Source: an optimization exercise on an open RTL-to-GDS flow (aim: small area). Production flows keep margins and buffers that such runs may drop.
Function was not checked in any run shown here: the RTL went through the layout flow alone.
Power is estimated from default activity; no workload was simulated.

<file path="design/flow/config.mk">
export PLATFORM = sky130hd
export DESIGN_NAME = sliding_window_event_assigner_core
export DESIGN_NICKNAME = sliding_window_event_assigner_core
export VERILOG_FILES = /design/flow/design.v
export SDC_FILE = /design/flow/constraint.sdc
export NUM_CORES = 4
export LEC_CHECK = 0
export ABC_AREA = 1
export CAP_MARGIN = 20
export CORE_MARGIN = 2
export CORE_UTILIZATION = 40
export CTS_BUF_LIST = sky130_fd_sc_hd__clkbuf_4
export SLEW_MARGIN = 20
</file>
<file path="design/flow/constraint.sdc">
create_clock -name core_clock -period 10.0 [get_ports {clk}]
set_input_delay 2.0000 -clock core_clock [delete_from_list [all_inputs] [get_ports {clk}]]
set_output_delay 2.0000 -clock core_clock [all_outputs]
set_load 0.01 [all_outputs]
</file>
<file path="design/flow/design.v">
`timescale 1ns / 1ps
package swea_pkg;
	localparam int TIME_W = 31;
	localparam int REF_W = 32;
	localparam int TAG_W = 31;
	localparam int RANK_CNT_W = 9;
	localparam int RANK_W = 8;
	localparam int MAX_WINDOWS_PER_EVENT = 32;
	localparam int CNT_W = $clog2(MAX_WINDOWS_PER_EVENT + 1);
	localparam int DIV_W = 31;
	localparam int DIV_STEP_W = $clog2(DIV_W);
	localparam int ADDR_W = 4;
	localparam int DATA_W = 32;
	localparam logic [RANK_CNT_W-1:0] RANK_LIMIT = RANK_CNT_W'(256);
	localparam logic [1:0] REG_SLIDE = 2'd0;
	localparam logic [1:0] REG_RANGE = 2'd1;
	localparam logic [1:0] REG_RANKS = 2'd2;
	localparam logic KIND_ASSIGN = 1'b0;
	localparam logic KIND_SUMMARY = 1'b1;
	typedef struct packed {
		logic [TIME_W-1:0] evt_stamp;
		logic [REF_W-1:0] event_ref;
		logic [TAG_W-1:0] message_tag;
		logic end_of_message;
	} evt_item_t;
	typedef struct packed {
		logic result_kind;
		logic [TIME_W-1:0] window_id;
		logic [RANK_W-1:0] target_rank;
		logic [REF_W-1:0] out_event_ref;
		logic [TAG_W-1:0] out_message_tag;
		logic [TIME_W-1:0] span_low;
		logic [TIME_W-1:0] span_high;
		logic last;
	} res_item_t;
	typedef struct packed {
		logic start;
		logic [DIV_W-1:0] dividend;
		logic [DIV_W-1:0] divisor;
	} div_req_t;
	typedef struct packed {
		logic busy;
		logic done;
		logic [DIV_W-1:0] quot;
		logic [DIV_W-1:0] rem;
	} div_rsp_t;
endpackage
`timescale 1ns / 1ps
`timescale 1ns / 1ps
module sliding_window_event_assigner_core (
	input  logic                              clk,
	input  logic                              arst_n,
	input  logic                              evt_valid,
	output logic                              evt_ready,
	input  logic [swea_pkg::TIME_W-1:0]       evt_stamp,
	input  logic [swea_pkg::REF_W-1:0]        evt_ref,
	input  logic [swea_pkg::TAG_W-1:0]        evt_tag,
	input  logic                              evt_eom,
	output logic                              res_valid,
	input  logic                              res_ready,
	output logic                              res_kind,
	output logic [swea_pkg::TIME_W-1:0]       res_window_id,
	output logic [swea_pkg::RANK_W-1:0]       res_rank,
	output logic [swea_pkg::REF_W-1:0]        res_ref,
	output logic [swea_pkg::TAG_W-1:0]        res_tag,
	output logic [swea_pkg::TIME_W-1:0]       res_span_low,
	output logic [swea_pkg::TIME_W-1:0]       res_span_high,
	output logic                              res_last,
	input  logic                              psel,
	input  logic                              penable,
	input  logic                              pwrite,
	input  logic [swea_pkg::ADDR_W-1:0]       paddr,
	input  logic [swea_pkg::DATA_W-1:0]       pwdata,
	output logic [swea_pkg::DATA_W-1:0]       prdata,
	output logic                              pready
);
	localparam int TW = swea_pkg::TIME_W;
	localparam logic [2:0] ST_IDLE  = 3'd0;
	localparam logic [2:0] ST_DIVC  = 3'd1;
	localparam logic [2:0] ST_DIVN  = 3'd2;
	localparam logic [2:0] ST_SKIP  = 3'd3;
	localparam logic [2:0] ST_DIVR  = 3'd4;
	localparam logic [2:0] ST_EMIT  = 3'd5;
	localparam logic [2:0] ST_SUMM  = 3'd6;
	localparam logic [2:0] ST_CLRP  = 3'd7;
	logic [2:0] st_q;
	logic [TW-1:0] slide_q;
	logic [TW-1:0] range_q;
	logic [8:0] ranks_q;
	logic [TW-1:0] low_q;
	logic [TW-1:0] high_q;
	logic hgt_q, hlt_q, lgt_q, llt_q;
	logic [swea_pkg::REF_W-1:0] ref_q;
	logic [swea_pkg::TAG_W-1:0] tag_q;
	logic eom_q;
	logic [TW-1:0] w_q;
	logic [TW-1:0] r_q;
	logic [5:0] k_q;
	logic [4:0] j_q;
	logic [TW-1:0] slide_eff;
	logic [8:0] ranks_eff;
	logic [TW-1:0] dsr;
	logic [TW-1:0] win;
	logic win_neg;
	logic win_bit;
	logic in_bit;
	logic [TW:0] sh;
	logic [TW+1:0] diff;
	logic ge;
	logic last_step;
	logic [5:0] k_nxt;
	logic taken;
	logic hbit;
	logic lbit;
	logic summ;
	logic cfg_wr;
	always_comb begin
		slide_eff = {slide_q[TW-1:1], slide_q[0] | (slide_q == '0)};
		ranks_eff = ranks_q[8] ? 9'd256 : {ranks_q[7:1], ranks_q[0] | (ranks_q[7:0] == '0)};
		{win_neg, win} = {1'b0, w_q} - (TW+1)'(k_q[4:0]);
		win_bit = win[5'd30 - j_q];
		dsr = (st_q == ST_DIVR) ? TW'(ranks_eff) : slide_eff;
		case (st_q)
			ST_DIVC: in_bit = range_q[TW-1];
			ST_DIVN: in_bit = w_q[TW-1];
			default: in_bit = win_bit;
		endcase
		sh = {r_q, in_bit};
		diff = {1'b0, sh} - {2'b0, dsr};
		ge = !diff[TW+1];
		last_step = j_q == 5'd30;
		k_nxt = k_q[5] ? k_q : (k_q[4] ? 6'd32 : {k_q[4:0], ge});
		taken = res_ready;
		hbit = hgt_q ? ge : (hlt_q ? high_q[TW-1] : (ge | high_q[TW-1]));
		lbit = lgt_q ? low_q[TW-1] : (llt_q ? win_bit : (win_bit & low_q[TW-1]));
		summ = st_q == ST_SUMM;
		cfg_wr = psel && penable && pwrite;
	end
	assign evt_ready = st_q == ST_IDLE;
	assign res_valid = (st_q == ST_EMIT) || summ;
	assign res_kind = summ;
	assign res_window_id = summ ? '0 : win;
	assign res_rank = r_q[7:0];
	assign res_ref = summ ? '0 : ref_q;
	assign res_tag = tag_q;
	assign res_span_low = summ ? low_q : '0;
	assign res_span_high = summ ? high_q : '0;
	assign res_last = summ || ((k_q[4:0] == '0) && !eom_q);
	assign pready = st_q != ST_DIVC;
	always_comb begin
		case (paddr[3:2])
			swea_pkg::REG_SLIDE: prdata = {1'b0, slide_q};
			swea_pkg::REG_RANGE: prdata = {1'b0, range_q};
			swea_pkg::REG_RANKS: prdata = {23'd0, ranks_q};
			default: prdata = '0;
		endcase
	end
	always_ff @(posedge clk or negedge arst_n) begin
		if (!arst_n) begin
			st_q <= ST_CLRP;
			j_q <= '0;
			slide_q <= TW'(1);
			range_q <= TW'(1);
			ranks_q <= 9'd1;
		end else begin
			if ((st_q == ST_DIVC) || (st_q == ST_DIVN) || (st_q == ST_DIVR) || (st_q == ST_CLRP))
				j_q <= last_step ? 5'd0 : j_q + 5'd1;
			if (cfg_wr) begin
				case (paddr[3:2])
					swea_pkg::REG_SLIDE: slide_q <= pwdata[TW-1:0];
					swea_pkg::REG_RANGE: range_q <= pwdata[TW-1:0];
					swea_pkg::REG_RANKS: ranks_q <= pwdata[8:0];
					default: begin
					end
				endcase
			end
			case (st_q)
				ST_IDLE: begin
					if (evt_valid) st_q <= ST_DIVC;
				end
				ST_DIVC: begin
					range_q <= {range_q[TW-2:0], range_q[TW-1]};
					if (last_step) begin
						if (k_nxt == '0) st_q <= eom_q ? ST_SUMM : ST_IDLE;
						else st_q <= ST_DIVN;
					end
				end
				ST_DIVN: begin
					if (last_step) st_q <= ST_SKIP;
				end
				ST_SKIP: begin
					if (!win_neg) st_q <= ST_DIVR;
				end
				ST_DIVR: begin
					if (last_step) st_q <= ST_EMIT;
				end
				ST_EMIT: begin
					if (taken) begin
						if (k_q[4:0] == '0) st_q <= eom_q ? ST_SUMM : ST_IDLE;
						else st_q <= ST_DIVR;
					end
				end
				ST_SUMM: begin
					if (taken) st_q <= ST_CLRP;
				end
				ST_CLRP: begin
					if (last_step) st_q <= ST_IDLE;
				end
				default: st_q <= ST_IDLE;
			endcase
		end
	end
	always_ff @(posedge clk) begin
		case (st_q)
			ST_IDLE: begin
				if (evt_valid) begin
					ref_q <= evt_ref;
					tag_q <= evt_tag;
					eom_q <= evt_eom;
					w_q <= evt_stamp;
					r_q <= '0;
					k_q <= '0;
				end
			end
			ST_DIVC: begin
				r_q <= last_step ? '0 : (ge ? diff[TW-1:0] : sh[TW-1:0]);
				k_q <= k_nxt;
				hgt_q <= 1'b0;
				hlt_q <= 1'b0;
			end
			ST_DIVN: begin
				w_q <= {w_q[TW-2:0], ge};
				high_q <= {high_q[TW-2:0], hbit};
				r_q <= last_step ? '0 : (ge ? diff[TW-1:0] : sh[TW-1:0]);
				if (last_step) k_q <= k_q - 6'd1;
				if (!hgt_q && !hlt_q) begin
					hgt_q <= ge & !high_q[TW-1];
					hlt_q <= !ge & high_q[TW-1];
				end
			end
			ST_SKIP: begin
				if (win_neg) k_q <= k_q - 6'd1;
				lgt_q <= 1'b0;
				llt_q <= 1'b0;
			end
			ST_DIVR: begin
				r_q <= ge ? diff[TW-1:0] : sh[TW-1:0];
				low_q <= {low_q[TW-2:0], lbit};
				if (!lgt_q && !llt_q) begin
					lgt_q <= win_bit & !low_q[TW-1];
					llt_q <= !win_bit & low_q[TW-1];
				end
			end
			ST_EMIT: begin
				if (taken) begin
					r_q <= '0;
					k_q <= k_q - 6'd1;
					lgt_q <= 1'b0;
					llt_q <= 1'b0;
				end
			end
			ST_CLRP: begin
				low_q <= {low_q[TW-2:0], 1'b1};
				high_q <= {high_q[TW-2:0], 1'b0};
			end
			default: begin
			end
		endcase
	end
endmodule
</file>
<file path="design/flow/run.sh">
#!/bin/bash
# synth_recipe.tcl (not shown) runs the flow's synth.tcl, then flattens the netlist and writes it again
# the make line also repeats each setting of config.mk as NAME=value (left out here)
make -C /OpenROAD-flow-scripts/flow DESIGN_CONFIG=/design/flow/config.mk WORK_HOME=/design/flow/orfs CLKGATE_MAP_FILE= SYNTH_SCRIPT=/design/flow/synth_recipe.tcl finish
</file>
==> reports/results.txt, run 1 <==
Run status: finished clean
Dpl cell area: 19,200 um2
Number of buffers added on ports: 334
FF-to-FF End: r_q[30]
Final HPWL DP: 33.1 mm
Req. time, crit path: 8.00 ns
Avg WL per Cell: 16.5 um
EDFF count, synth: 198
Routed vias: 13,600
Buf/Inv on CP: 4
Worst-path maximum fanout: 27
Max H-tree Level: 3
Worst Hold End: low_q[6]
Num ports: 339
CTS tree: built
Final setup margin: 3.26 ns
Drt pass-1 iters: 5
Seq/Total Area, Yosys: 51.5%
FF-to-FF Start: j_q[0]
Family with the most delay on the worst path: buffers and inverters
Routability congestion estimate from global placement: 0.895
Vias in the first global route: 13,200
Die H: 200 um
Top_reg_cell synth: edfxtp_1
Worst-case clock skew: 0.0502 ns
Worst Setup Start Kind: input pin
Post-CTS Setup Bufs: 0
Layout cells sized above 1: 9.65%
Drc violations: 0
Clock slew at reported path FFs: 0.06 ns
Final nets: 2,344
Hold Startpoint: low_q[5]
Clock insertion delay at the later pin of the skew report: 0.76 ns
R2R cell count: 28
Power Total: 6.55 mW
Hold path cells: 0
Largest net degree at the start of global routing: 80
RSZ-0062 raised after global routing: no
Post-DRT Antenna Nets: 0
CP endpoint kind: primary output
Row count: 71
Stages on the worst setup path: 6
Design Area, Final: 20,300 um2
Die Area: 40,100 um2
Final setup viols: 0
Min-Delay Path Class: reg2reg
Die Span X: 200 um
Core Region: 37,800 um2
DP Worst Slack: 3.27 ns
Leak: 8.77 nW
Final wirelength: 45.3 mm
Root buffer cell: clkbuf_4
WHS: 0.431 ns
Layout area overhead: 31.8%
Setup CP Type: in2out
Max IR drop VDD: 0.000144 V
Max Cap Viol: 0
Multi-input logic area: 6090 um2
GR Util All Layers: 22.4%
Synth warn: 1
Pins Over Slew Limit: 0
Grt ovf: 0
Vias per std cell: 4.96
Post-synth cell types: 56
First-pass GRT wire length: 71.4 mm
Syn_area_per_cell: 8.53 um2
WP data arrival: 4.74 ns
Worst slew margin: 29.1%
FF+latch count, synth: 277
Fmax: 148 MHz
Fillers: 3,552
Initial antenna violation count: 2
FF+latch area: 7930 um2
Initial Util: 40.8%
Slew of the pin with the lowest slew margin: 1.06 ns
Number of cells upsized or downsized after cts: 0
Syn Std Cell Area: 15,400 um2
# clock sinks: 277
CP max stage delay: 0.73 ns
CTS hold repair buffers: 0
Final min period: 6.74 ns
Crit-path cells: clkdlybuf4s50_1, inv_1, nor2_1, clkinv_1, o21ai_0, clkdlybuf4s50_1
Ys async rst share: 28.5%
Drt initial violations: 822
Critical Path Most Common Cell: clkdlybuf4s50_1
Total Neg Setup Slack: 0 ns
Slowest stage cell, crit path: clkinv_1
Final period utilization: 67.4%
CTS Buffer Depth: 3
CTS Buf Count: 79
Reg2reg setup slack: 3.66 ns
Final Hold Viols: 0
Cells after Synth: 1,806
Syn nets: 1,986
Pwr Density: 323 nW/um2
## final cells by class
type                            count  share of cell area (%)
Antenna cell                        2                  0.0247
Multi-Input combinational cell   1171                    30.0
Sequential cell                   277                    39.1
Timing Repair Buffer              349                    17.2
Clock inverter                     24                   0.740
Tap cell                          511                    3.15
Clock buffer                      121                    4.48
Inverter                          286                    5.29
## layout by cell type, fill, tap and decap left out, drive strengths merged, types with 2 or more instances in the layout
master / netlist / final
o221ai: 11 / 11
buf: 29 / 16
nor3: 17 / 17
dfrtp: 73 / 73
a21boi: 3 / 3
xnor2: 16 / 16
or2: 5 / 5
o211ai: 35 / 35
xor2: 21 / 21
a21oi: 80 / 80
o21bai: 3 / 3
o22ai: 12 / 12
o21a: 2 / 2
nand2: 359 / 359
clkinv: 5 / 24
diode: 0 / 2
dfstp: 6 / 6
fa: 3 / 3
a22oi: 3 / 3
nand3: 92 / 92
nor2: 239 / 239
edfxtp: 198 / 198
nor4: 8 / 8
a31oi: 2 / 2
clkbuf: 43 / 121
mux2: 19 / 19
bufinv: 0 / 2
nand4: 11 / 11
clkdlybuf4s50: 0 / 333
o21ai: 177 / 177
ha: 39 / 39
a21o: 5 / 5
inv: 281 / 284
## metrics by stage
step,utilization (%),cells
after CTS,53.6,2737
final,53.7,2741
after global routing,53.7,2741
after detailed placement,50.8,2592
after global placement,50.8,2592
after floorplan,-,1806
## sequential cells by signal, indices dropped and copies added (netlist names)
signal and flops:
range_q 31, lgt_q 1, ref_q 32, w_q 31
llt_q 1, k_q 6, st_q 3, hlt_q 1
ranks_q 9, j_q 5, slide_q 31, high_q 31
r_q 31, eom_q 1, tag_q 31, low_q 31
hgt_q 1
## cell usage after synthesis, types with 8 or more instances
cell type  number  area [um2]
edfxtp_1      198        5950
dfrtp_1        73        1830
inv_1         277        1040
buf_2          11        55.1
ha_1           39         488
a21oi_1        78         390
nand2_2         9        56.3
nor3_1         16        80.1
o221ai_1       11        96.3
xnor2_1        16         140
nor4_1          8        50.1
o211ai_1       35         263
nand2_1       350        1310
buf_4          11        82.6
o21ai_0       167         836
nand4_1        11        68.8
xor2_1         19         166
nor2_1        232         871
clkbuf_1       43         161
nand3_1        89         445
o22ai_1        12        75.1
o21ai_1         8        40.0
mux2_2         19         214
## logic make-up (layout without fill, tap and decap cells)
| logic type | Yosys count | after routing | share of synthesized area, % |
|---|---|---|---|
| compound gates | 339 | 339 | 12.5 |
| xor+xnor | 37 | 37 | 2.20 |
| simple gates | 733 | 733 | 19.7 |
| buf+inv | 358 | 780 | 9.18 |
| flops | 277 | 277 | 51.5 |
| other cells | 1 | 3 | 0.0243 |
| fa+ha+maj | 42 | 42 | 3.56 |
| mux | 19 | 19 | 1.39 |
## per-layer routing
layer | wire, um | share of wire (%) | track usage, %
met1 | 19400 | 43 | 28.4
met2 | 22100 | 49 | 37.4
met3 | 2460 | 5.4 | 4.52
met5 | 0 | 0 | 0
met4 | 1340 | 2.9 | 8.88
## how the worst max path moves through the flow
stage,startpoint,end,slack [ns]
after floorplan,evt_valid,eom_q,4.81
after global placement,paddr[2],prdata[29],3.25
after detailed placement,paddr[2],prdata[29],3.27
after CTS,paddr[2],prdata[29],3.27
after global routing,paddr[2],prdata[28],3.08
final,paddr[2],prdata[20],3.26
## power breakdown
group / switching, mW / internal, mW
logic: 2.09 / 1.28
clock network: 0.505 / 0.604
registers: 0.263 / 1.81
==> inputs of run 2 (changes only) <==
--- a/design/flow/config.mk
+++ b/design/flow/config.mk
@@ -10,4 +10,5 @@
 export CORE_MARGIN = 2
 export CORE_UTILIZATION = 40
-export CTS_BUF_LIST = sky130_fd_sc_hd__clkbuf_4
+export CTS_BUF_LIST = sky130_fd_sc_hd__clkbuf_8
+export CTS_CLUSTER_SIZE = 30
 export SLEW_MARGIN = 20
==> reports/results.txt, run 2 <==
Run status: finished clean (unchanged)
Grt ovf: 0 (unchanged)
Critical Path Most Common Cell: clkdlybuf4s50_1 (unchanged)
Grt peak-use layer: met2 (unchanged)
RSZ-0062 raised after global routing: no (unchanged)
Worst Setup Start Kind: input pin (unchanged)
Final period utilization: 67.4% (about the same)
Drc violations: 0 (unchanged)
Final min period: 6.74 ns (about the same)
Die Span X: 200 um (unchanged)
Pwr Density: 319 nW/um2 (was 323 nW/um2)
FF-to-FF End: r_q[30] (unchanged)
CTS hold repair buffers: 0 (unchanged)
Post-route insts no fill: 2,687 (was 2,741)
Drt pass-1 iters: 5 (unchanged)
Share of the synthesized area in the top cell type: 38.6% (unchanged)
# clock sinks: 277 (unchanged)
FF-to-FF Start: j_q[0] (unchanged)
Max IR drop VDD: 0.000124 V (was 0.000144 V)
Min-Delay Path Class: reg2reg (unchanged)
Initial antenna violation count: 0 (was 2)
Syn_area_per_cell: 8.53 um2 (unchanged)
Setup CP Type: in2out (unchanged)
Avg WL per Cell: 16.8 um (was 16.5 um)
Final Hold Viols: 0 (unchanged)
Synth area leaders: edfxtp_1, dfrtp_1, nand2_1 (unchanged)
Ys async rst share: 28.5% (unchanged)
Layout area overhead: 30.7% (was 31.8%)
CP endpoint kind: primary output (unchanged)
Syn nets: 1,986 (unchanged)
M1 GR Usage: 28.6% (was 28.4%)
Seq/Total Area, Yosys: 51.5% (unchanged)
Final setup viols: 0 (unchanged)
Fmax: 148 MHz (about the same)
Max H-tree Level: 2 (was 3)
Worst Hold End: low_q[6] (unchanged)
Largest Register: ref_q (unchanged)
Largest register FFs: 32 (unchanged)
Power Total: 6.42 mW (was 6.55 mW)
Drt initial violations: 906 (was 822)
Clock slew at reported path FFs: 0.06 ns (about the same)
WP data arrival: 4.74 ns (about the same)
Fillers: 3,539 (was 3,552)
Hold Startpoint: low_q[5] (unchanged)
Vias in the first global route: 12,900 (was 13,200)
CTS Buffer Depth: 3 (unchanged)
Cells after Synth: 1,806 (unchanged)
Post-synth cell types: 56 (unchanged)
Number of cells upsized or downsized after cts: 0 (unchanged)
Routability congestion estimate from global placement: 0.895 (unchanged)
R2R cell count: 28 (unchanged)
Worst slew margin: 22.8% (was 29.1%)
CTS Buf Count: 51 (was 79)
Hold path cells: 0 (unchanged)
Slew of the pin with the lowest slew margin: 1.15 ns (was 1.06 ns)
First-pass GRT wire length: 70.6 mm (was 71.4 mm)
Post-DRT Antenna Nets: 0 (unchanged)
Worst-case clock skew: 0.0420 ns (was 0.0502 ns)
Die Area: 40,100 um2 (unchanged)
Leading area contributor after synthesis: edfxtp_1 (unchanged)
Total Neg Setup Slack: 0 ns (unchanged)
FF+latch count, synth: 277 (unchanged)
Most frequent cells after synthesis: nand2_1, inv_1, nor2_1, edfxtp_1, o21ai_0 (unchanged)
CP max stage delay: 0.73 ns (about the same)
Initial Util: 40.8% (unchanged)
Antenna Cells: 0 (was 2)
Met3 usage: 3.11% (was 4.52%)
Max Cap Viol: 0 (unchanged)
DP Worst Slack: 3.27 ns (unchanged)
FF+latch area: 7930 um2 (unchanged)
Post-CTS Setup Bufs: 0 (unchanged)
Most frequent cell after synthesis: nand2_1 (unchanged)
Most frequent cells in the layout: nand2_1, clkdlybuf4s50_1, inv_1 (unchanged)
Syn Std Cell Area: 15,400 um2 (unchanged)
CTS tree: built (unchanged)
Leak: 8.65 nW (was 8.77 nW)
Req. time, crit path: 8.00 ns (about the same)
Die H: 200 um (unchanged)
Final HPWL DP: 33.1 mm (unchanged)
Vias per std cell: 4.97 (was 4.96)
Multi-input logic area: 6090 um2 (unchanged)
Clock insertion delay at the later pin of the skew report: 0.65 ns (was 0.76 ns)
EDFF count, synth: 198 (unchanged)
Largest net degree at the start of global routing: 80 (unchanged)
Root buffer cell: clkbuf_8 (was clkbuf_4)
Routed vias: 13,400 (was 13,600)
Buf/Inv on CP: 4 (unchanged)
Num ports: 339 (unchanged)
Number of buffers added on ports: 334 (unchanged)
Crit-path cells: clkdlybuf4s50_1, inv_1, nor2_1, clkinv_1, o21ai_0, clkdlybuf4s50_1 (unchanged)
Placed Instances: 2,592 (unchanged)
Synth warn: 1 (unchanged)
Top_reg_cell synth: edfxtp_1 (unchanged)
GR Util All Layers: 22.0% (was 22.4%)
Final setup margin: 3.26 ns (about the same)
Layout cells sized above 1: 6.66% (was 9.65%)
Family with the most delay on the worst path: buffers and inverters (unchanged)
Core Region: 37,800 um2 (unchanged)
Final wirelength: 45.0 mm (was 45.3 mm)
Worst-path maximum fanout: 27 (unchanged)
Slowest stage cell, crit path: clkinv_1 (unchanged)
Reg2reg setup slack: 3.65 ns (was 3.66 ns)
Row count: 71 (unchanged)
Most common cell after layout, fill and taps aside: nand2_1 (unchanged)
GR Util met2: 36.8% (was 37.4%)
Pins Over Slew Limit: 0 (unchanged)
Final nets: 2,316 (was 2,344)
==> run 2: kinds of logic (layout without fill, tap and decap cells) <==
group                    count (synthesis)  count (layout)  synth area share (%)
XOR/XNOR                                37              37                  2.20
other                                    1               1                0.0243
AO/OA/AOI/OAI                          339             339                  12.5
buffers and inverters                  358             728                  9.18
multiplexers                            19              19                  1.39
AND/OR/NAND/NOR                        733             733                  19.7
adder cells (fa/ha/maj)                 42              42                  3.56
flip-flops                             277             277                  51.5
==> run 2: worst reg2reg max path, delay by kind of cell, from the launching register on <==
kind | cells | cell delay [ns]
buf+inv | 7 | 1.88
simple gates | 12 | 1.38
fa+ha+maj | 3 | 1.21
compound gates | 6 | 0.82
flops | 1 | 0.77
==> run 2: through the flow <==
stage               cell area (um2)  hold slack (ns)  utilization, %
CTS                           20100            0.451            53.2
detailed placement            19200            0.432            50.8
global placement              19200            0.435            50.8
global route                  20100            0.457            53.3
finish                        20100            0.435            53.3
floorplan                     15400            0.426               -
==> run 2: how the worst max path moves through the flow <==
stage	slack [ns]	endpoint	depth (start not counted)	startpoint
finish	3.26	prdata[29]	6	paddr[2]
global route	3.08	prdata[28]	6	paddr[2]
CTS	3.27	prdata[29]	6	paddr[2]
detailed placement	3.27	prdata[29]	6	paddr[2]
global placement	3.25	prdata[29]	6	paddr[2]
floorplan	4.81	eom_q	2	evt_valid
==> run 2: final cells by class <==
cell class                      instances  area share (%)
Tap cell                              511            3.18
Multi-Input combinational cell       1171            30.3
Timing Repair Buffer                  349            17.3
Clock inverter                         42           0.995
Inverter                              286            5.33
Sequential cell                       277            39.4
Clock buffer                           51            3.49
==> run 2: where the power goes <==
group          internal, mW  switching (mW)
clock                 0.480           0.496
combinational          1.28            2.09
sequential             1.81           0.263
==> run 2: routing by layer <==
metal	wire length, um	up-vias
met1	19500	6220
met2	21700	395
met5	0	-
li1	-	6641
met3	2160	94
met4	1640	0

[afterwards: timing with drivers on the ports]
In the flow no input, the clock included, has a driving cell. The finished layouts below were timed again as built, in two steps. Step 1 assumes that a clkbuf_16 drives the clock port and a buf_2 every other input. Step 2, shift: input delay + t, output delay - t, t = (earliest + latest rising clock arrival at the registers) / 2. This alone moves slack from input paths to output paths. a / b / c = no drivers / after step 1 / after step 2; a / b = the first two.
| run | t, ns | setup WS [ns] | worst data-port slew with drivers (ns) | cell pins on the clock port's net |
|---|---|---|---|---|
| run 1 | 0.789 | 3.261 / 3.237 / 3.237 | 0.07 | 1 |
| run 2 | 0.685 | 3.264 / 3.240 / 3.240 | 0.07 | 1 |
After both steps every run listed still meets setup and hold.
